Background: an optimization exercise with open tools, aiming at small area, a short achievable clock period and few clock cycles. Do not read the settings as production practice.
Only simulation tests tie the RTL to the original design; equivalence was not proved.
Power is estimated from default activity; no workload was simulated.

==> inputs of run A <==
==> flow/design.v <==
module mem_ctrl_param #(
  parameter int DATA_W = 8,
  parameter int ADDR_W = 8,
  parameter int DEPTH  = 256,
  parameter int RD_LAT = 1
) (
  input  logic                clk,
  input  logic                rst,
  input  logic                req_valid,
  output logic                req_ready,
  input  logic                req_we,
  input  logic [ADDR_W-1:0]   req_addr,
  input  logic [DATA_W-1:0]   req_wdata,
  input  logic [DATA_W/8-1:0] req_be,
  output logic                rsp_valid,
  input  logic                rsp_ready,
  output logic [DATA_W-1:0]   rsp_rdata,
  output logic                rsp_err,
  output logic                busy
);
  localparam int NB = DATA_W / 8;
  localparam logic [ADDR_W:0] DEPTH_L = (ADDR_W+1)'(DEPTH);
  localparam int QD = 3;
  logic              accept, take;
  logic              ready_q, busy_q;
  logic [1:0]        outs_q, outs_d;
  logic              a_valid;           
  logic              a_wr;              
  logic              a_we, a_oor;
  logic [DEPTH-1:0]  a_sel;             
  logic [DATA_W-1:0] a_wdata;
  logic [NB-1:0]     a_be;
  logic [DEPTH*DATA_W-1:0] mem_flat;
  logic [DATA_W-1:0] rd_word, res_data;
  logic              res_err, rd_perr;
  logic [QD-1:0]     q_v;
  logic [DATA_W-1:0] q_d [QD];
  logic              q_e [QD];
  assign req_ready = ready_q;
  assign busy      = busy_q;
  assign rsp_valid = q_v[0];
  assign rsp_rdata = q_d[0];
  assign rsp_err   = q_e[0];
  assign accept = req_valid && ready_q;
  assign take   = q_v[0] && rsp_ready;
  always_ff @(posedge clk) begin
    a_wr    <= accept && req_we && ({1'b0, req_addr} < DEPTH_L);
    a_we    <= req_we;
    a_oor   <= ({1'b0, req_addr} >= DEPTH_L);
    a_wdata <= req_wdata;
    a_be    <= req_be;
    for (int w = 0; w < DEPTH; w++) a_sel[w] <= (req_addr == ADDR_W'(w));
  end
  for (genvar w = 0; w < DEPTH; w++) begin : g_word
    logic [DATA_W-1:0] word_q;
    always_ff @(posedge clk) begin
      for (int b = 0; b < NB; b++) begin
        if (a_wr && a_sel[w] && a_be[b]) word_q[8*b +: 8] <= a_wdata[8*b +: 8];
      end
    end
    assign mem_flat[w*DATA_W +: DATA_W] = word_q;
  end
  always_comb begin
    rd_word = '0;
    for (int w = 0; w < DEPTH; w++)
      rd_word = rd_word | ({DATA_W{a_sel[w]}} & mem_flat[w*DATA_W +: DATA_W]);
  end
  assign rd_perr = 1'b0;
  assign res_data = a_we ? '0 : rd_word;
  assign res_err  = a_oor || (!a_we && rd_perr);
  always_comb begin
    outs_d = outs_q + 2'(accept) - 2'(take);
  end
  always_ff @(posedge clk or posedge rst) begin
    if (rst) begin
      a_valid <= 1'b0;
      ready_q <= 1'b1;
      busy_q  <= 1'b0;
      outs_q  <= '0;
    end else begin
      a_valid <= accept;
      ready_q <= (outs_d < 2'(QD));
      busy_q  <= (outs_d != 2'd0);
      outs_q  <= outs_d;
    end
  end
  logic [QD-1:0] sv, ins;
  always_comb begin
    for (int i = 0; i < QD; i++) begin
      sv[i] = take ? ((i < QD-1) ? q_v[(i+1)%QD] : 1'b0) : q_v[i];
    end
    for (int i = 0; i < QD; i++) begin
      ins[i] = a_valid && !sv[i] && ((i == 0) || sv[(i+QD-1)%QD]);
    end
  end
  always_ff @(posedge clk or posedge rst) begin
    if (rst) q_v <= '0;
    else     q_v <= sv | ins;
  end
  always_ff @(posedge clk) begin
    for (int i = 0; i < QD; i++) begin
      if (ins[i]) begin
        q_d[i] <= res_data;
        q_e[i] <= res_err;
      end else if (take && (i < QD-1)) begin
        q_d[i] <= q_d[(i+1)%QD];
        q_e[i] <= q_e[(i+1)%QD];
      end
    end
  end
endmodule
module mem_ctrl_top (
  input  logic        clk,
  input  logic        rst,
  input  logic        req_valid,
  output logic        req_ready,
  input  logic        req_we,
  input  logic [7:0]  req_addr,
  input  logic [31:0] req_wdata,
  input  logic [3:0]  req_be,
  output logic        rsp_valid,
  input  logic        rsp_ready,
  output logic [31:0] rsp_rdata,
  output logic        rsp_err,
  output logic        busy
);
  mem_ctrl_param #(.DATA_W(32), .ADDR_W(8), .DEPTH(200), .RD_LAT(3)) u_ctrl (
    .clk(clk), .rst(rst), .req_valid(req_valid), .req_ready(req_ready), .req_we(req_we),
    .req_addr(req_addr), .req_wdata(req_wdata), .req_be(req_be), .rsp_valid(rsp_valid),
    .rsp_ready(rsp_ready), .rsp_rdata(rsp_rdata), .rsp_err(rsp_err), .busy(busy));
endmodule
==> flow/run.sh <==
#!/bin/bash
# synth_recipe.tcl (not shown) runs the flow's synth.tcl, then flattens the netlist and writes it again
# the make line also repeats each setting of config.mk as NAME=value (left out here)
make -C /OpenROAD-flow-scripts/flow DESIGN_CONFIG=/design/flow/config.mk WORK_HOME=/design/flow/orfs CLKGATE_MAP_FILE= SYNTH_SCRIPT=/design/flow/synth_recipe.tcl finish
==> flow/config.mk <==
export PLATFORM = sky130hd
export DESIGN_NAME = mem_ctrl_top
export DESIGN_NICKNAME = mem_ctrl_top
export VERILOG_FILES = /design/flow/design.v
export SDC_FILE = /design/flow/constraint.sdc
export NUM_CORES = 4
export LEC_CHECK = 0
export CAP_MARGIN = 20
export CORE_MARGIN = 2
export CORE_UTILIZATION = 60
export SETUP_SLACK_MARGIN = 3.0
export SLEW_MARGIN = 20
export SYNTH_MEMORY_MAX_BITS = 8192
==> flow/constraint.sdc <==
create_clock -name core_clock -period 6.0 [get_ports {clk}]
set_input_delay 1.2000 -clock core_clock [delete_from_list [all_inputs] [get_ports {clk}]]
set_output_delay 1.2000 -clock core_clock [all_outputs]
set_load 0.01 [all_outputs]
==> run D: changes against run A <==
==> flow/design.v, changed modules only <==
module mem_ctrl_param #(
  parameter int DATA_W = 8,
  parameter int ADDR_W = 8,
  parameter int DEPTH  = 256,
  parameter int RD_LAT = 1
) (
  input  logic                clk,
  input  logic                rst,
  input  logic                req_valid,
  output logic                req_ready,
  input  logic                req_we,
  input  logic [ADDR_W-1:0]   req_addr,
  input  logic [DATA_W-1:0]   req_wdata,
  input  logic [DATA_W/8-1:0] req_be,
  output logic                rsp_valid,
  input  logic                rsp_ready,
  output logic [DATA_W-1:0]   rsp_rdata,
  output logic                rsp_err,
  output logic                busy
);
  localparam int NB = DATA_W / 8;
  localparam int PB = 0;
  localparam int SW = DATA_W + PB;      
  localparam logic [ADDR_W:0] DEPTH_L = (ADDR_W+1)'(DEPTH);
  localparam int NG = 4;                            
  localparam int GS = (DEPTH + NG - 1) / NG;        
  localparam int QD = 4;
  localparam int OW = $clog2(QD + 1);
  logic              accept, take;
  logic              ready_q, busy_q;
  logic [OW-1:0]     outs_q, outs_d;
  logic              a_valid;           
  logic              a_wr;              
  logic              a_we, a_oor;
  logic [DEPTH-1:0]  a_sel;             
  logic [DATA_W-1:0] a_wdata;
  logic [NB-1:0]     a_be;
  logic              b_valid;
  logic              b_we, b_oor;
  logic [SW-1:0]     b_grp [NG];
  logic [DEPTH*SW-1:0] mem_flat;
  logic [SW-1:0]     grp_d [NG];
  logic [SW-1:0]     rd_word;
  logic [DATA_W-1:0] res_data;
  logic              res_err, rd_perr;
  logic [DATA_W-1:0] q_d [QD];
  logic              q_e [QD];
  logic              out_valid, out_err;
  logic [DATA_W-1:0] out_data;
  assign req_ready = ready_q;
  assign busy      = busy_q;
  assign rsp_valid = out_valid;
  assign rsp_rdata = out_data;
  assign rsp_err   = out_err;
  assign accept = req_valid && ready_q;
  assign take   = out_valid && rsp_ready;
  always_ff @(posedge clk) begin
    a_wr    <= accept && req_we && ({1'b0, req_addr} < DEPTH_L);
    a_we    <= req_we;
    a_oor   <= ({1'b0, req_addr} >= DEPTH_L);
    a_wdata <= req_wdata;
    a_be    <= req_be;
    for (int w = 0; w < DEPTH; w++) a_sel[w] <= (req_addr == ADDR_W'(w));
  end
  for (genvar w = 0; w < DEPTH; w++) begin : g_word
    logic [SW-1:0] word_q;
    always_ff @(posedge clk) begin
      for (int b = 0; b < NB; b++) begin
        if (a_wr && a_sel[w] && a_be[b]) begin
          word_q[8*b +: 8] <= a_wdata[8*b +: 8];
          if (PB != 0) word_q[DATA_W + (b % (PB + 1))] <= ^a_wdata[8*b +: 8];
        end
      end
    end
    assign mem_flat[w*SW +: SW] = word_q;
  end
  always_comb begin
    for (int g = 0; g < NG; g++) begin
      grp_d[g] = '0;
      for (int w = g * GS; w < (g + 1) * GS && w < DEPTH; w++)
        grp_d[g] = grp_d[g] | ({SW{a_sel[w]}} & mem_flat[w*SW +: SW]);
    end
  end
  always_ff @(posedge clk) begin
    b_we  <= a_we;
    b_oor <= a_oor;
    for (int g = 0; g < NG; g++) b_grp[g] <= grp_d[g];
  end
  always_comb begin
    rd_word = '0;
    for (int g = 0; g < NG; g++) rd_word = rd_word | b_grp[g];
    rd_perr = 1'b0;
    for (int b = 0; b < PB; b++)
      rd_perr = rd_perr | (^{rd_word[8*b +: 8], rd_word[DATA_W + b]});
  end
  assign res_data = b_we ? '0 : rd_word[DATA_W-1:0];
  assign res_err  = b_oor || (!b_we && rd_perr);
  always_comb begin
    outs_d = outs_q + OW'(accept) - OW'(take);
  end
  always_ff @(posedge clk or posedge rst) begin
    if (rst) begin
      a_valid <= 1'b0;
      b_valid <= 1'b0;
      ready_q <= 1'b1;
      busy_q  <= 1'b0;
      outs_q  <= '0;
    end else begin
      a_valid <= accept;
      b_valid <= a_valid;
      ready_q <= (outs_d < OW'(QD));
      busy_q  <= (outs_d != '0);
      outs_q  <= outs_d;
    end
  end
  localparam int PW = $clog2(QD);
  logic [PW-1:0] wr_ptr, rd_ptr, rd_ptr_d;
  logic [OW-1:0] q_n, q_left;
  assign rd_ptr_d = rd_ptr + PW'(take);
  assign q_left   = q_n - OW'(take);
  always_ff @(posedge clk or posedge rst) begin
    if (rst) begin
      wr_ptr    <= '0;
      rd_ptr    <= '0;
      q_n       <= '0;
      out_valid <= 1'b0;
    end else begin
      wr_ptr    <= wr_ptr + PW'(b_valid);
      rd_ptr    <= rd_ptr_d;
      q_n       <= q_left + OW'(b_valid);
      out_valid <= (q_left != '0) || b_valid;
    end
  end
  always_ff @(posedge clk) begin
    if (b_valid) begin
      q_d[wr_ptr] <= res_data;
      q_e[wr_ptr] <= res_err;
    end
    if (q_left == '0) begin
      out_data <= res_data;
      out_err  <= res_err;
    end else begin
      out_data <= q_d[rd_ptr_d];
      out_err  <= q_e[rd_ptr_d];
    end
  end
endmodule
--- a/flow/config.mk
+++ b/flow/config.mk
@@ -7,7 +7,10 @@
 export LEC_CHECK = 0
 export CAP_MARGIN = 20
 export CORE_MARGIN = 2
-export CORE_UTILIZATION = 60
+export CORE_UTILIZATION = 45
+export CTS_BUF_LIST = sky130_fd_sc_hd__clkbuf_8 sky130_fd_sc_hd__clkbuf_16
+export CTS_CLUSTER_DIAMETER = 100
+export CTS_CLUSTER_SIZE = 30
 export SETUP_SLACK_MARGIN = 3.0
 export SLEW_MARGIN = 20
 export SYNTH_MEMORY_MAX_BITS = 8192
==> run H: changes against run A <==
==> flow/design.v, changed modules only <==
module mem_ctrl_param #(
  parameter int DATA_W = 8,
  parameter int ADDR_W = 8,
  parameter int DEPTH  = 256,
  parameter int RD_LAT = 1
) (
  input  logic                clk,
  input  logic                rst,
  input  logic                req_valid,
  output logic                req_ready,
  input  logic                req_we,
  input  logic [ADDR_W-1:0]   req_addr,
  input  logic [DATA_W-1:0]   req_wdata,
  input  logic [DATA_W/8-1:0] req_be,
  output logic                rsp_valid,
  input  logic                rsp_ready,
  output logic [DATA_W-1:0]   rsp_rdata,
  output logic                rsp_err,
  output logic                busy
);
  localparam int NB = DATA_W / 8;
  localparam int PB = 0;
  localparam int SW = DATA_W + PB;      
  localparam logic [ADDR_W:0] DEPTH_L = (ADDR_W+1)'(DEPTH);
  localparam int NG = 4;                            
  localparam int GS = (DEPTH + NG - 1) / NG;        
  localparam int QD = 4;
  localparam int OW = $clog2(QD + 1);
  logic              accept, take;
  logic              ready_q, busy_q;
  logic              full_q;            
  logic [OW-1:0]     outs_q, outs_d;
  logic              a_valid;           
  logic              a_wr;              
  logic              a_we, a_oor;
  logic [DEPTH-1:0]  a_sel;             
  logic [DATA_W-1:0] a_wdata;
  logic [NB-1:0]     a_be;
  logic              b_valid;
  logic              b_we, b_oor;
  logic [SW-1:0]     b_grp [NG];
  logic [DEPTH*SW-1:0] mem_flat;
  logic [SW-1:0]     grp_d [NG];
  logic [SW-1:0]     rd_word;
  logic [DATA_W-1:0] res_data;
  logic              res_err, rd_perr;
  logic [DATA_W-1:0] q_d [QD];
  logic              q_e [QD];
  logic              out_valid, out_err;
  logic [DATA_W-1:0] out_data;
  assign req_ready = ready_q;
  assign busy      = busy_q;
  assign rsp_valid = out_valid;
  assign rsp_rdata = out_data;
  assign rsp_err   = out_err;
  assign accept = req_valid && !full_q;
  assign take   = (q_n != '0) && rsp_ready;    
  always_ff @(posedge clk) begin
    a_wr    <= accept && req_we && ({1'b0, req_addr} < DEPTH_L);
    a_we    <= req_we;
    a_oor   <= ({1'b0, req_addr} >= DEPTH_L);
    a_wdata <= req_wdata;
    a_be    <= req_be;
    for (int w = 0; w < DEPTH; w++) a_sel[w] <= (req_addr == ADDR_W'(w));
  end
  for (genvar w = 0; w < DEPTH; w++) begin : g_word
    logic [SW-1:0] word_q;
    always_ff @(posedge clk) begin
      for (int b = 0; b < NB; b++) begin
        if (a_wr && a_sel[w] && a_be[b]) begin
          word_q[8*b +: 8] <= a_wdata[8*b +: 8];
          if (PB != 0) word_q[DATA_W + (b % (PB + 1))] <= ^a_wdata[8*b +: 8];
        end
      end
    end
    assign mem_flat[w*SW +: SW] = word_q;
  end
  always_comb begin
    for (int g = 0; g < NG; g++) begin
      grp_d[g] = '0;
      for (int w = g * GS; w < (g + 1) * GS && w < DEPTH; w++)
        grp_d[g] = grp_d[g] | ({SW{a_sel[w]}} & mem_flat[w*SW +: SW]);
    end
  end
  always_ff @(posedge clk) begin
    b_we  <= a_we;
    b_oor <= a_oor;
    for (int g = 0; g < NG; g++) b_grp[g] <= grp_d[g];
  end
  always_comb begin
    rd_word = '0;
    for (int g = 0; g < NG; g++) rd_word = rd_word | b_grp[g];
    rd_perr = 1'b0;
    for (int b = 0; b < PB; b++)
      rd_perr = rd_perr | (^{rd_word[8*b +: 8], rd_word[DATA_W + b]});
  end
  assign res_data = b_we ? '0 : rd_word[DATA_W-1:0];
  assign res_err  = b_oor || (!b_we && rd_perr);
  always_comb begin
    outs_d = outs_q + OW'(accept) - OW'(take);
  end
  always_ff @(posedge clk or posedge rst) begin
    if (rst) begin
      a_valid <= 1'b0;
      b_valid <= 1'b0;
      ready_q <= 1'b1;
      full_q  <= 1'b0;
      busy_q  <= 1'b0;
      outs_q  <= '0;
    end else begin
      a_valid <= accept;
      b_valid <= a_valid;
      ready_q <= (outs_d < OW'(QD));
      full_q  <= (outs_d >= OW'(QD));
      busy_q  <= (outs_d != '0);
      outs_q  <= outs_d;
    end
  end
  localparam int PW = $clog2(QD);
  logic [PW-1:0] wr_ptr, rd_ptr, rd_ptr_d;
  logic [OW-1:0] q_n, q_left;
  assign rd_ptr_d = rd_ptr + PW'(take);
  assign q_left   = q_n - OW'(take);
  always_ff @(posedge clk or posedge rst) begin
    if (rst) begin
      wr_ptr    <= '0;
      rd_ptr    <= '0;
      q_n       <= '0;
      out_valid <= 1'b0;
    end else begin
      wr_ptr    <= wr_ptr + PW'(b_valid);
      rd_ptr    <= rd_ptr_d;
      q_n       <= q_left + OW'(b_valid);
      out_valid <= (q_left != '0) || b_valid;
    end
  end
  always_ff @(posedge clk) begin
    if (b_valid) begin
      q_d[wr_ptr] <= res_data;
      q_e[wr_ptr] <= res_err;
    end
    if (q_left == '0) begin
      out_data <= res_data;
      out_err  <= res_err;
    end else begin
      out_data <= q_d[rd_ptr_d];
      out_err  <= q_e[rd_ptr_d];
    end
  end
endmodule
==> flow/config.mk (replaced) <==
export PLATFORM = sky130hd
export DESIGN_NAME = mem_ctrl_top
export DESIGN_NICKNAME = mem_ctrl_top
export VERILOG_FILES = /design/flow/design.v
export SDC_FILE = /design/flow/constraint.sdc
export NUM_CORES = 4
export LEC_CHECK = 0
export CAP_MARGIN = 30
export CORE_MARGIN = 2
export CORE_UTILIZATION = 45
export CTS_BUF_LIST = sky130_fd_sc_hd__clkbuf_8 sky130_fd_sc_hd__clkbuf_16
export CTS_CLUSTER_DIAMETER = 100
export CTS_CLUSTER_SIZE = 30
export SETUP_SLACK_MARGIN = 3.3
export SLEW_MARGIN = 40
export SYNTH_MEMORY_MAX_BITS = 8192
==> qor summary <==
|  | run H | run A | run D |
|---|---|---|---|
| Mapped Cells | 13,094 | 12,878 | 13,091 |
| WL met3 | 79.3 mm | - | 84.1 mm |
| Largest stage delay, worst path | 530 ps | - | 580 ps |
| Count of nets after finishing | 12,828 | - | 12,790 |
| Worst-case setup slack after placement | 1850 ps | 1520 ps | 1400 ps |
| Internal portion of total power | 63.5 mW | - | 63.2 mW |
| Area fraction in compound gates after synthesis | 0.111 | 0.114 | 0.111 |
| Post-placement cell count | 19,758 | 17,955 | 19,738 |
| Clk cell area share | 0.0299 | - | 0.0301 |
| Die area | 560,000 um^2 | - | 559,000 um^2 |
| Routed met1 length | 304 mm | - | 304 mm |
| Outcome | no timing/DRC/antenna violations | stopped before the end | failed layout checks |
| Stage where the flow stopped | - | global routing (5_1_grt) | - |
| Violated checks | - | - | max-slew violations |
| Class of the tightest hold or removal check | flop to flop | - | flop to flop |
| Number of pins with negative max-slew slack in the final report | 0 | - | 47 |
| TritonCTS clock tree | done | - | done |
| Slew @ Worst Pin | 937 ps | - | 1550 ps |
| Cell area after placement | 257,000 um^2 | 253,000 um^2 | 256,000 um^2 |
| Power after layout | 81.5 mW | - | 81.2 mW |
Testbench counts of run A, summed over its fixed seeds: cycles 4,816.
Testbench counts of run D, summed over its fixed seeds: cycles 4,824.
Testbench counts of run H, summed over its fixed seeds: cycles 4,824.

## afterwards: timing with drivers on the ports
How much do the figures lean on ideal ports? The routed layouts below were timed once more, with nothing changed but the port constraints.
Step 1: set_driving_cell puts a clkbuf_16 on clk and a buf_2 on each other input, an assumption about the parent block.
Step 2 adds t to the input delays and takes it off the output delays; t is the mean of the earliest and latest rising clock arrival at the registers after step 1. Input paths then give back, and output paths get back, about the clock's delay inside the block.
Slacks: ideal / step 1 / step 2; pairs: ideal / step 1.
run | t (ns) | slack for setup (ns) | latest minus earliest clock arrival (ns) | slew at the worst register clock pin (ns) | cell pins on the clock port's net
run D | 1.110 | 2.902 / 2.791 / 2.071 | 0.090 / 0.090 | 0.12 / 0.12 | 1
run H | 1.130 | 3.072 / 2.934 / 2.458 | 0.067 / 0.067 | 0.12 / 0.12 | 1
The setup slack of run D, which loses most, moves by -0.111 ns with the drivers and by -0.831 ns with both steps.
